What follows belongs to an exercise in optimizing a design on an open flow for small area, a short achievable clock period and few clock cycles per item; a production flow would make more cautious choices. In this exercise RTL edits were held to simulation tests only and were not proved equivalent to the original. No activity file was given, so power comes from the tool's default toggle rates.

File: config.mk
export PLATFORM = sky130hd
export DESIGN_NAME = dedup_set_store_core
export DESIGN_NICKNAME = dedup_set_store_core
export VERILOG_FILES = /design/flow/design.v
export SDC_FILE = /design/flow/constraint.sdc
export NUM_CORES = 4
export LEC_CHECK = 0
export CAP_MARGIN = 20
export CORE_MARGIN = 2
export CORE_UTILIZATION = 40
export SLEW_MARGIN = 20
File: constraint.sdc
create_clock -name core_clock -period 4.0 [get_ports {clk}]
set_input_delay 0.8000 -clock core_clock [delete_from_list [all_inputs] [get_ports {clk}]]
set_output_delay 0.8000 -clock core_clock [all_outputs]
set_load 0.01 [all_outputs]
File: design.v
`default_nettype none
package dss_pkg;
	localparam int CAPACITY = 16;
	localparam int KEY_W    = 32;
	localparam int IDX_W    = (CAPACITY > 1) ? $clog2(CAPACITY) : 1;
	localparam int CNT_W    = $clog2(CAPACITY + 1);
	localparam int FUNC_W   = 2;
	localparam int STAT_W   = 2;
	localparam int KEY_PORT_W = 32;
	localparam int CNT_PORT_W = 5;
	localparam int IDX_PORT_W = 4;
	typedef enum logic [FUNC_W-1:0] {
		FUNC_ADD     = 2'd0,
		FUNC_DISCARD = 2'd1,
		FUNC_REMOVE  = 2'd2,
		FUNC_READ    = 2'd3
	} func_t;
	typedef enum logic [STAT_W-1:0] {
		STAT_OK      = 2'd0,
		STAT_FULL    = 2'd1,
		STAT_MISSING = 2'd2,
		STAT_RANGE   = 2'd3
	} status_t;
	typedef enum logic [4:0] {
		ST_IDLE    = 5'b00001,
		ST_SCAN    = 5'b00010,
		ST_RESOLVE = 5'b00100,
		ST_SHIFT   = 5'b01000,
		ST_FINISH  = 5'b10000
	} state_t;
endpackage
`default_nettype wire
`default_nettype none
module dedup_set_store_core (
	input  wire logic                              clk,
	input  wire logic                              arst_n,
	input  wire logic                              start,
	output logic                                   busy,
	input  wire logic [dss_pkg::FUNC_W-1:0]        func,
	input  wire logic [dss_pkg::KEY_PORT_W-1:0]    key,
	input  wire logic [dss_pkg::IDX_PORT_W-1:0]    index,
	output logic                                   done,
	output logic [dss_pkg::STAT_W-1:0]             status,
	output logic                                   found,
	output logic [dss_pkg::KEY_PORT_W-1:0]         item_key,
	output logic [dss_pkg::CNT_PORT_W-1:0]         member_count
);
	localparam int KEY_W = dss_pkg::KEY_W;
	localparam int IDX_W = dss_pkg::IDX_W;
	localparam int CNT_W = dss_pkg::CNT_W;
	dss_pkg::state_t  state_q;
	dss_pkg::func_t   func_q;
	dss_pkg::status_t stat_q;
	logic [KEY_W-1:0] key_q;
	logic             hit_q;
	logic [IDX_W-1:0] pos_q;
	logic [CNT_W-1:0] count_q;
	logic [CNT_W-1:0] ptr_q;
	logic [CNT_W-1:0] sh_q;
	logic             cmp_vld_s1;
	logic [IDX_W-1:0] cmp_idx_s1;
	logic             wr_vld_s1;
	logic [IDX_W-1:0] wr_addr_s1;
	logic                          done_q;
	dss_pkg::status_t              out_stat_q;
	logic                          out_found_q;
	logic [dss_pkg::KEY_PORT_W-1:0] out_key_q;
	logic [dss_pkg::CNT_PORT_W-1:0] out_cnt_q;
	logic [KEY_W-1:0] mem_q [dss_pkg::CAPACITY];
	logic [KEY_W-1:0] rd_data_q;
	logic             wr_en;
	logic [IDX_W-1:0] wr_addr;
	logic [KEY_W-1:0] wr_data;
	logic [IDX_W-1:0] rd_addr;
	logic             issue;
	logic             hit;
	logic             last;
	logic [CNT_W-1:0] sh_nxt;
	logic             full;
	logic             add_wr;
	logic             idx_ok;
	assign issue  = ptr_q < count_q;
	assign hit    = cmp_vld_s1 && (rd_data_q == key_q);
	assign last   = cmp_vld_s1 && ({1'b0, cmp_idx_s1} == (count_q - CNT_W'(1)));
	assign sh_nxt = sh_q + CNT_W'(1);
	assign full   = count_q == CNT_W'(dss_pkg::CAPACITY);
	assign idx_ok = CNT_W'(index) < count_q;
	assign add_wr = (state_q == dss_pkg::ST_RESOLVE) && (func_q == dss_pkg::FUNC_ADD)
		&& !hit_q && !full;
	always_comb begin
		rd_addr = ptr_q[IDX_W-1:0];
		case (state_q)
			dss_pkg::ST_IDLE:  rd_addr = IDX_W'(index);
			dss_pkg::ST_SCAN:  rd_addr = ptr_q[IDX_W-1:0];
			dss_pkg::ST_SHIFT: rd_addr = sh_nxt[IDX_W-1:0];
			default:           rd_addr = ptr_q[IDX_W-1:0];
		endcase
	end
	always_comb begin
		wr_en   = wr_vld_s1 || add_wr;
		wr_addr = wr_vld_s1 ? wr_addr_s1 : count_q[IDX_W-1:0];
		wr_data = wr_vld_s1 ? rd_data_q : key_q;
	end
	always_ff @(posedge clk) begin
		if (wr_en) begin
			mem_q[wr_addr] <= wr_data;
		end
		rd_data_q <= mem_q[rd_addr];
	end
	always_ff @(posedge clk or negedge arst_n) begin
		if (!arst_n) begin
			state_q     <= dss_pkg::ST_IDLE;
			func_q      <= dss_pkg::FUNC_ADD;
			stat_q      <= dss_pkg::STAT_OK;
			key_q       <= '0;
			hit_q       <= 1'b0;
			pos_q       <= '0;
			count_q     <= '0;
			ptr_q       <= '0;
			sh_q        <= '0;
			cmp_vld_s1  <= 1'b0;
			cmp_idx_s1  <= '0;
			wr_vld_s1   <= 1'b0;
			wr_addr_s1  <= '0;
			done_q      <= 1'b0;
			out_stat_q  <= dss_pkg::STAT_OK;
			out_found_q <= 1'b0;
			out_key_q   <= '0;
			out_cnt_q   <= '0;
		end else begin
			done_q <= 1'b0;
			case (state_q)
				dss_pkg::ST_IDLE: begin
					cmp_vld_s1 <= 1'b0;
					wr_vld_s1  <= 1'b0;
					if (start) begin
						func_q <= dss_pkg::func_t'(func);
						key_q  <= KEY_W'(key);
						hit_q  <= 1'b0;
						ptr_q  <= '0;
						stat_q <= dss_pkg::STAT_OK;
						if (dss_pkg::func_t'(func) == dss_pkg::FUNC_READ) begin
							if (!idx_ok) begin
								stat_q <= dss_pkg::STAT_RANGE;
							end
							state_q <= dss_pkg::ST_FINISH;
						end else if (count_q == '0) begin
							state_q <= dss_pkg::ST_RESOLVE;
						end else begin
							state_q <= dss_pkg::ST_SCAN;
						end
					end
				end
				dss_pkg::ST_SCAN: begin
					ptr_q      <= ptr_q + CNT_W'(1);
					cmp_vld_s1 <= issue;
					cmp_idx_s1 <= ptr_q[IDX_W-1:0];
					if (hit) begin
						hit_q   <= 1'b1;
						pos_q   <= cmp_idx_s1;
						state_q <= dss_pkg::ST_RESOLVE;
					end else if (last) begin
						state_q <= dss_pkg::ST_RESOLVE;
					end
				end
				dss_pkg::ST_RESOLVE: begin
					cmp_vld_s1 <= 1'b0;
					state_q    <= dss_pkg::ST_FINISH;
					case (func_q)
						dss_pkg::FUNC_ADD: begin
							if (!hit_q) begin
								if (full) begin
									stat_q <= dss_pkg::STAT_FULL;
								end else begin
									count_q <= count_q + CNT_W'(1);
								end
							end
						end
						dss_pkg::FUNC_DISCARD, dss_pkg::FUNC_REMOVE: begin
							if (hit_q) begin
								sh_q      <= CNT_W'(pos_q);
								wr_vld_s1 <= 1'b0;
								state_q   <= dss_pkg::ST_SHIFT;
							end else if (func_q == dss_pkg::FUNC_REMOVE) begin
								stat_q <= dss_pkg::STAT_MISSING;
							end
						end
						default: begin
							stat_q <= stat_q;
						end
					endcase
				end
				dss_pkg::ST_SHIFT: begin
					if (sh_nxt < count_q) begin
						wr_vld_s1  <= 1'b1;
						wr_addr_s1 <= sh_q[IDX_W-1:0];
						sh_q       <= sh_nxt;
					end else begin
						wr_vld_s1 <= 1'b0;
						count_q   <= count_q - CNT_W'(1);
						state_q   <= dss_pkg::ST_FINISH;
					end
				end
				dss_pkg::ST_FINISH: begin
					done_q      <= 1'b1;
					out_stat_q  <= stat_q;
					out_found_q <= hit_q;
					out_key_q   <= ((func_q == dss_pkg::FUNC_READ) && (stat_q == dss_pkg::STAT_OK))
						? dss_pkg::KEY_PORT_W'(rd_data_q) : '0;
					out_cnt_q   <= dss_pkg::CNT_PORT_W'(count_q);
					state_q     <= dss_pkg::ST_IDLE;
				end
				default: begin
					state_q <= dss_pkg::ST_IDLE;
				end
			endcase
		end
	end
	assign busy         = state_q != dss_pkg::ST_IDLE;
	assign done         = done_q;
	assign status       = out_stat_q;
	assign found        = out_found_q;
	assign item_key     = out_key_q;
	assign member_count = out_cnt_q;
endmodule
`default_nettype wire
File: run.sh
#!/bin/bash
# synth_recipe.tcl (not shown) runs the flow's synth.tcl, then flattens the netlist and writes it again
# the make line also repeats each setting of config.mk as NAME=value (left out here)
make -C /OpenROAD-flow-scripts/flow DESIGN_CONFIG=/design/flow/config.mk WORK_HOME=/design/flow/orfs CLKGATE_MAP_FILE= SYNTH_SCRIPT=/design/flow/synth_recipe.tcl finish
==> qor.yml <==
drv_cap: 0
post-dp-hpwl_mm: 38.7
syn_nets: 1961
reg2reg_from: "count_q[0]"
netlist.area_leader.share: 0.570
wl_met1_mm: 29.3
cpPeakStageDelay_ns: 0.74
clkPwrFrac: 0.471
htreeDepth: 3
place_congestion: 0.804
p_sw_w: 0.00269
ctsHoldBuffers: 0
post-route-util: 0.469
cts-root-buf: "clkbuf_16"
ios: 83
synth-edff-count: 512
met2WireLength_mm: 31.9
vias: 15900
wirelength_mm: 67.3
antenna_found_initial: 0
fp.coreArea_mm2: 0.0669
clk_path_buf_depth: 3
cp.arrival_ns: 3.71
cp_slowest_cell: "nor2_4"
track_usage: 0.194
grt_pass1_wl_mm: 101
wl_per_cell_um: 23.1
hold_violations: 0
cp_max_fo: 19
n_antenna_cell: 0
drtIter0Drc: 1305
finalSetupViolCount: 0
fmax_ghz: 0.291
tightest_slew_ns: 0.994
gr-total-overflow: 0
dpl.cell_count: 2787
cp_cell_sequence: "inv_1, ha_1, nand3_1, nand2_1, or3_1, nor3_1, a31oi_1, nor2_4, buf_12"
clock-skew-final_ns: 0.0248
reg2reg_slack_ns: 0.56
yosysWarnings: 1
final-max-slew-violation-count: 0
end_kind: "register"
hold_class: "input port to async pin"
layout_min_cycle_time_ns: 3.44
wl_met3_mm: 4.11
critPathRequiredTime_ns: 4.28
io_buffers: 82
placed_cell_area_mm2: 0.0290
syn_avg_cell_area_um2: 14.2
post-cts-setup-buffer-count: 0
initial_core_util: 0.403
setup_tns_ns: 0
start_kind: "register"
dieArea_mm2: 0.0695
ys_ff_latch: 656
synthTopCellsByArea: "edfxtp_1, dfrtp_1, mux2_2"
path_clk_slew_ns: 0.06
p_leak_nw: 10.0
vias_per_cell: 5.43
power_frac_seq: 0.523
row_count: 95
highest_layer: "met4"
numCtsBuffers: 71
fin_cells: 2918
cts_resized: 0
drc_errors: 0
rr_endpoint: "mem_q[15][5]"
synth_ff_type: "edfxtp_1"
synth_area_mm2: 0.0270
dieWidth_um: 264
clk_latency_ns: 0.60
maxSlewHeadroom: 0.334
vdd.ir_drop.worst_uv: 221
synthArstFlopShare: 0.171
synth_seq_area_share: 0.698
rsz0062_at_grt: "no"
finalInstanceArea_mm2: 0.0314
firstDrtPassIters: 5
p_int_w: 0.0112
status: "no timing/DRC/antenna violations"
comb_power_share: 0.005
cts_tree: "done"
fill_cells: 5749
area_growth_pct: 16.5
drtAntennaViolNets: 0
r2r_cells: 9
ys_types: 64
grt_pass1_vias: 15800
final_nets: 2047
path_class: "register to register"
synth_top_cell_by_area: "edfxtp_1"
timing.final.crit_share: 0.859
fin_hold_ws_ns: 0.288
die_h_um: 264
grt_max_degree: 100
p_sw_frac: 0.194
clock-sinks: 656
synthCells: 1901
drive_gt1_frac: 0.153
power.density_mw_per_mm2: 442
[cells by family (layout without fill, tap and decap cells)]
logic type,Yosys count,after routing,share of synthesized area
buffers and inverters,136,280,0.0256
xor gates and xnor gates,45,45,0.0146
DFF,656,656,0.698
muxes,171,171,0.0684
AOI/OAI and AO/OA,331,331,0.0903
adders and majority gates,19,19,0.00882
and+or+nand+nor,543,543,0.0944
[final cells by class]
type / instances / area [um^2] / area share
Tap cell: 873 / 1090 / 0.0348
Clock inverter: 31 / 290 / 0.00924
Timing Repair Buffer: 134 / 1450 / 0.0462
Inverter: 15 / 56.3 / 0.00179
Clock buffer: 100 / 2070 / 0.0659
Multi-Input combinational cell: 1109 / 7630 / 0.243
Sequential cell: 656 / 18800 / 0.599
[cell usage after synthesis (17+ instances only)]
| cell type | instances |
|---|---|
| edfxtp_1 | 512 |
| nor2_1 | 39 |
| o32ai_1 | 32 |
| mux2_2 | 106 |
| o21ai_0 | 50 |
| ha_1 | 19 |
| a221o_1 | 33 |
| and3_1 | 35 |
| dfxtp_1 | 32 |
| a211oi_1 | 88 |
| a21oi_1 | 20 |
| and2_1 | 97 |
| clkbuf_1 | 66 |
| nand3_1 | 17 |
| xnor2_1 | 34 |
| dfrtp_1 | 111 |
| nand2_1 | 309 |
| a31oi_1 | 68 |
| buf_2 | 32 |
| mux2i_1 | 65 |
[registers in the layout, indices dropped and copies added (netlist names)]
register,flops
wr_vld_s1,1
hit_q,1
stat_q,2
key_q,32
state_q,5
out_stat_q,2
done_q,1
ptr_q,5
pos_q,4
count_q,5
wr_addr_s1,4
cmp_idx_s1,4
mem_q,512
sh_q,5
func_q,2
out_key_q,32
out_cnt_q,5
rd_data_q,32
out_found_q,1
cmp_vld_s1,1
[worst max path at each step]
| stage | from | endpoint | slack (ns) | cells past startpoint |
|---|---|---|---|---|
| finish | count_q[0] | mem_q[15][5] | 0.56 | 9 |
| global route | count_q[0] | mem_q[15][5] | 0.38 | 9 |
| CTS | count_q[0] | mem_q[15][5] | 0.54 | 9 |
| detailed placement | count_q[0] | mem_q[15][9] | 0.57 | 9 |
| global placement | count_q[0] | mem_q[15][9] | 0.62 | 9 |
| floorplan | count_q[0] | mem_q[1][0] | 0.26 | 9 |
[worst max-delay path, delay by kind of cell (launching register included)]
family / cells / cell delay [ns]
AND/OR/NAND/NOR: 5 / 1.59
adder cells (fa/ha/maj): 1 / 0.25
AO/OA/AOI/OAI: 1 / 0.21
flip-flops: 1 / 0.56
buffers and inverters: 2 / 0.48
[layer usage]
layer	GRT usage	up-vias
met2	0.313	440
met5	0	-
met1	0.263	8011
met4	0.0714	0
li1	-	7309
met3	0.0332	91
[power by group through the flow]
stage	Clock, W	Combinational [W]	Sequential (W)
floorplan	0	0.00000464	0.00740
global placement	0	0.0000755	0.00740
detailed placement	0	0.0000759	0.00740
CTS	0.00667	0.0000765	0.00726
global route	0.00695	0.0000825	0.00726
finish	0.00654	0.0000734	0.00726
[cell usage in the layout (no fill, tap or decap), types with 5 or more instances in the layout]
cell	count
ha_1	19
buf_12	19
mux2i_1	65
o32ai_1	32
clkbuf_8	10
a221o_1	32
o21ai_0	50
clkinv_1	6
and3_1	35
dfrtp_1	110
nor2_4	18
a211oi_2	10
buf_4	33
clkdlybuf4s50_1	81
inv_1	14
nor2_1	21
dfxtp_1	32
and2_1	97
mux2_2	106
nor3_1	9
xnor2_1	34
nor4_1	5
xor2_1	11
nand2_1	308
nand3_1	17
a211oi_1	88
clkinv_2	12
a31oi_1	68
edfxtp_1	512
a21oi_1	20
clkbuf_1	15
nand4_1	9
clkbuf_16	75
[metrics by stage]
stage | setup WS, ns | total power [W]
2_1_floorplan | 0.261 | 0.00741
3_5_place_dp | 0.568 | 0.00748
4_1_cts | 0.539 | 0.0140
5_1_grt | 0.381 | 0.0143
6_report | 0.565 | 0.0139
3_3_place_gp | 0.621 | 0.00748
Testbench counts, summed over its fixed seeds: cycles 98,126, requests 9,600.

## static timing again, ports no longer ideal
How much do the figures lean on ideal ports? The routed layout below was timed once more, with nothing changed but the port constraints. Step 1 (the two cells are an assumption about what drives the block):
set clk [get_ports {clk}]
set_driving_cell -lib_cell sky130_fd_sc_hd__clkbuf_16 $clk
set_driving_cell -lib_cell sky130_fd_sc_hd__buf_2 [delete_from_list [all_inputs] $clk]
Step 2 also shifts input and output timing later by t, the mid clock arrival at the registers, as if the neighbouring blocks saw the same clock. Slacks: no drivers / after step 1 / after step 2; pairs: no drivers / after step 1.
shift t [ns]: 0.651
setup WS [ns]: 0.565 / 0.531 / 0.565
worst register clock-pin slew, ns: 0.06 / 0.06
cell pins on the clock port's net: 1
After both steps this run still meets setup and hold. The setup slack of this run moves by -0.034 ns with the drivers and by 0.000 ns with both steps.
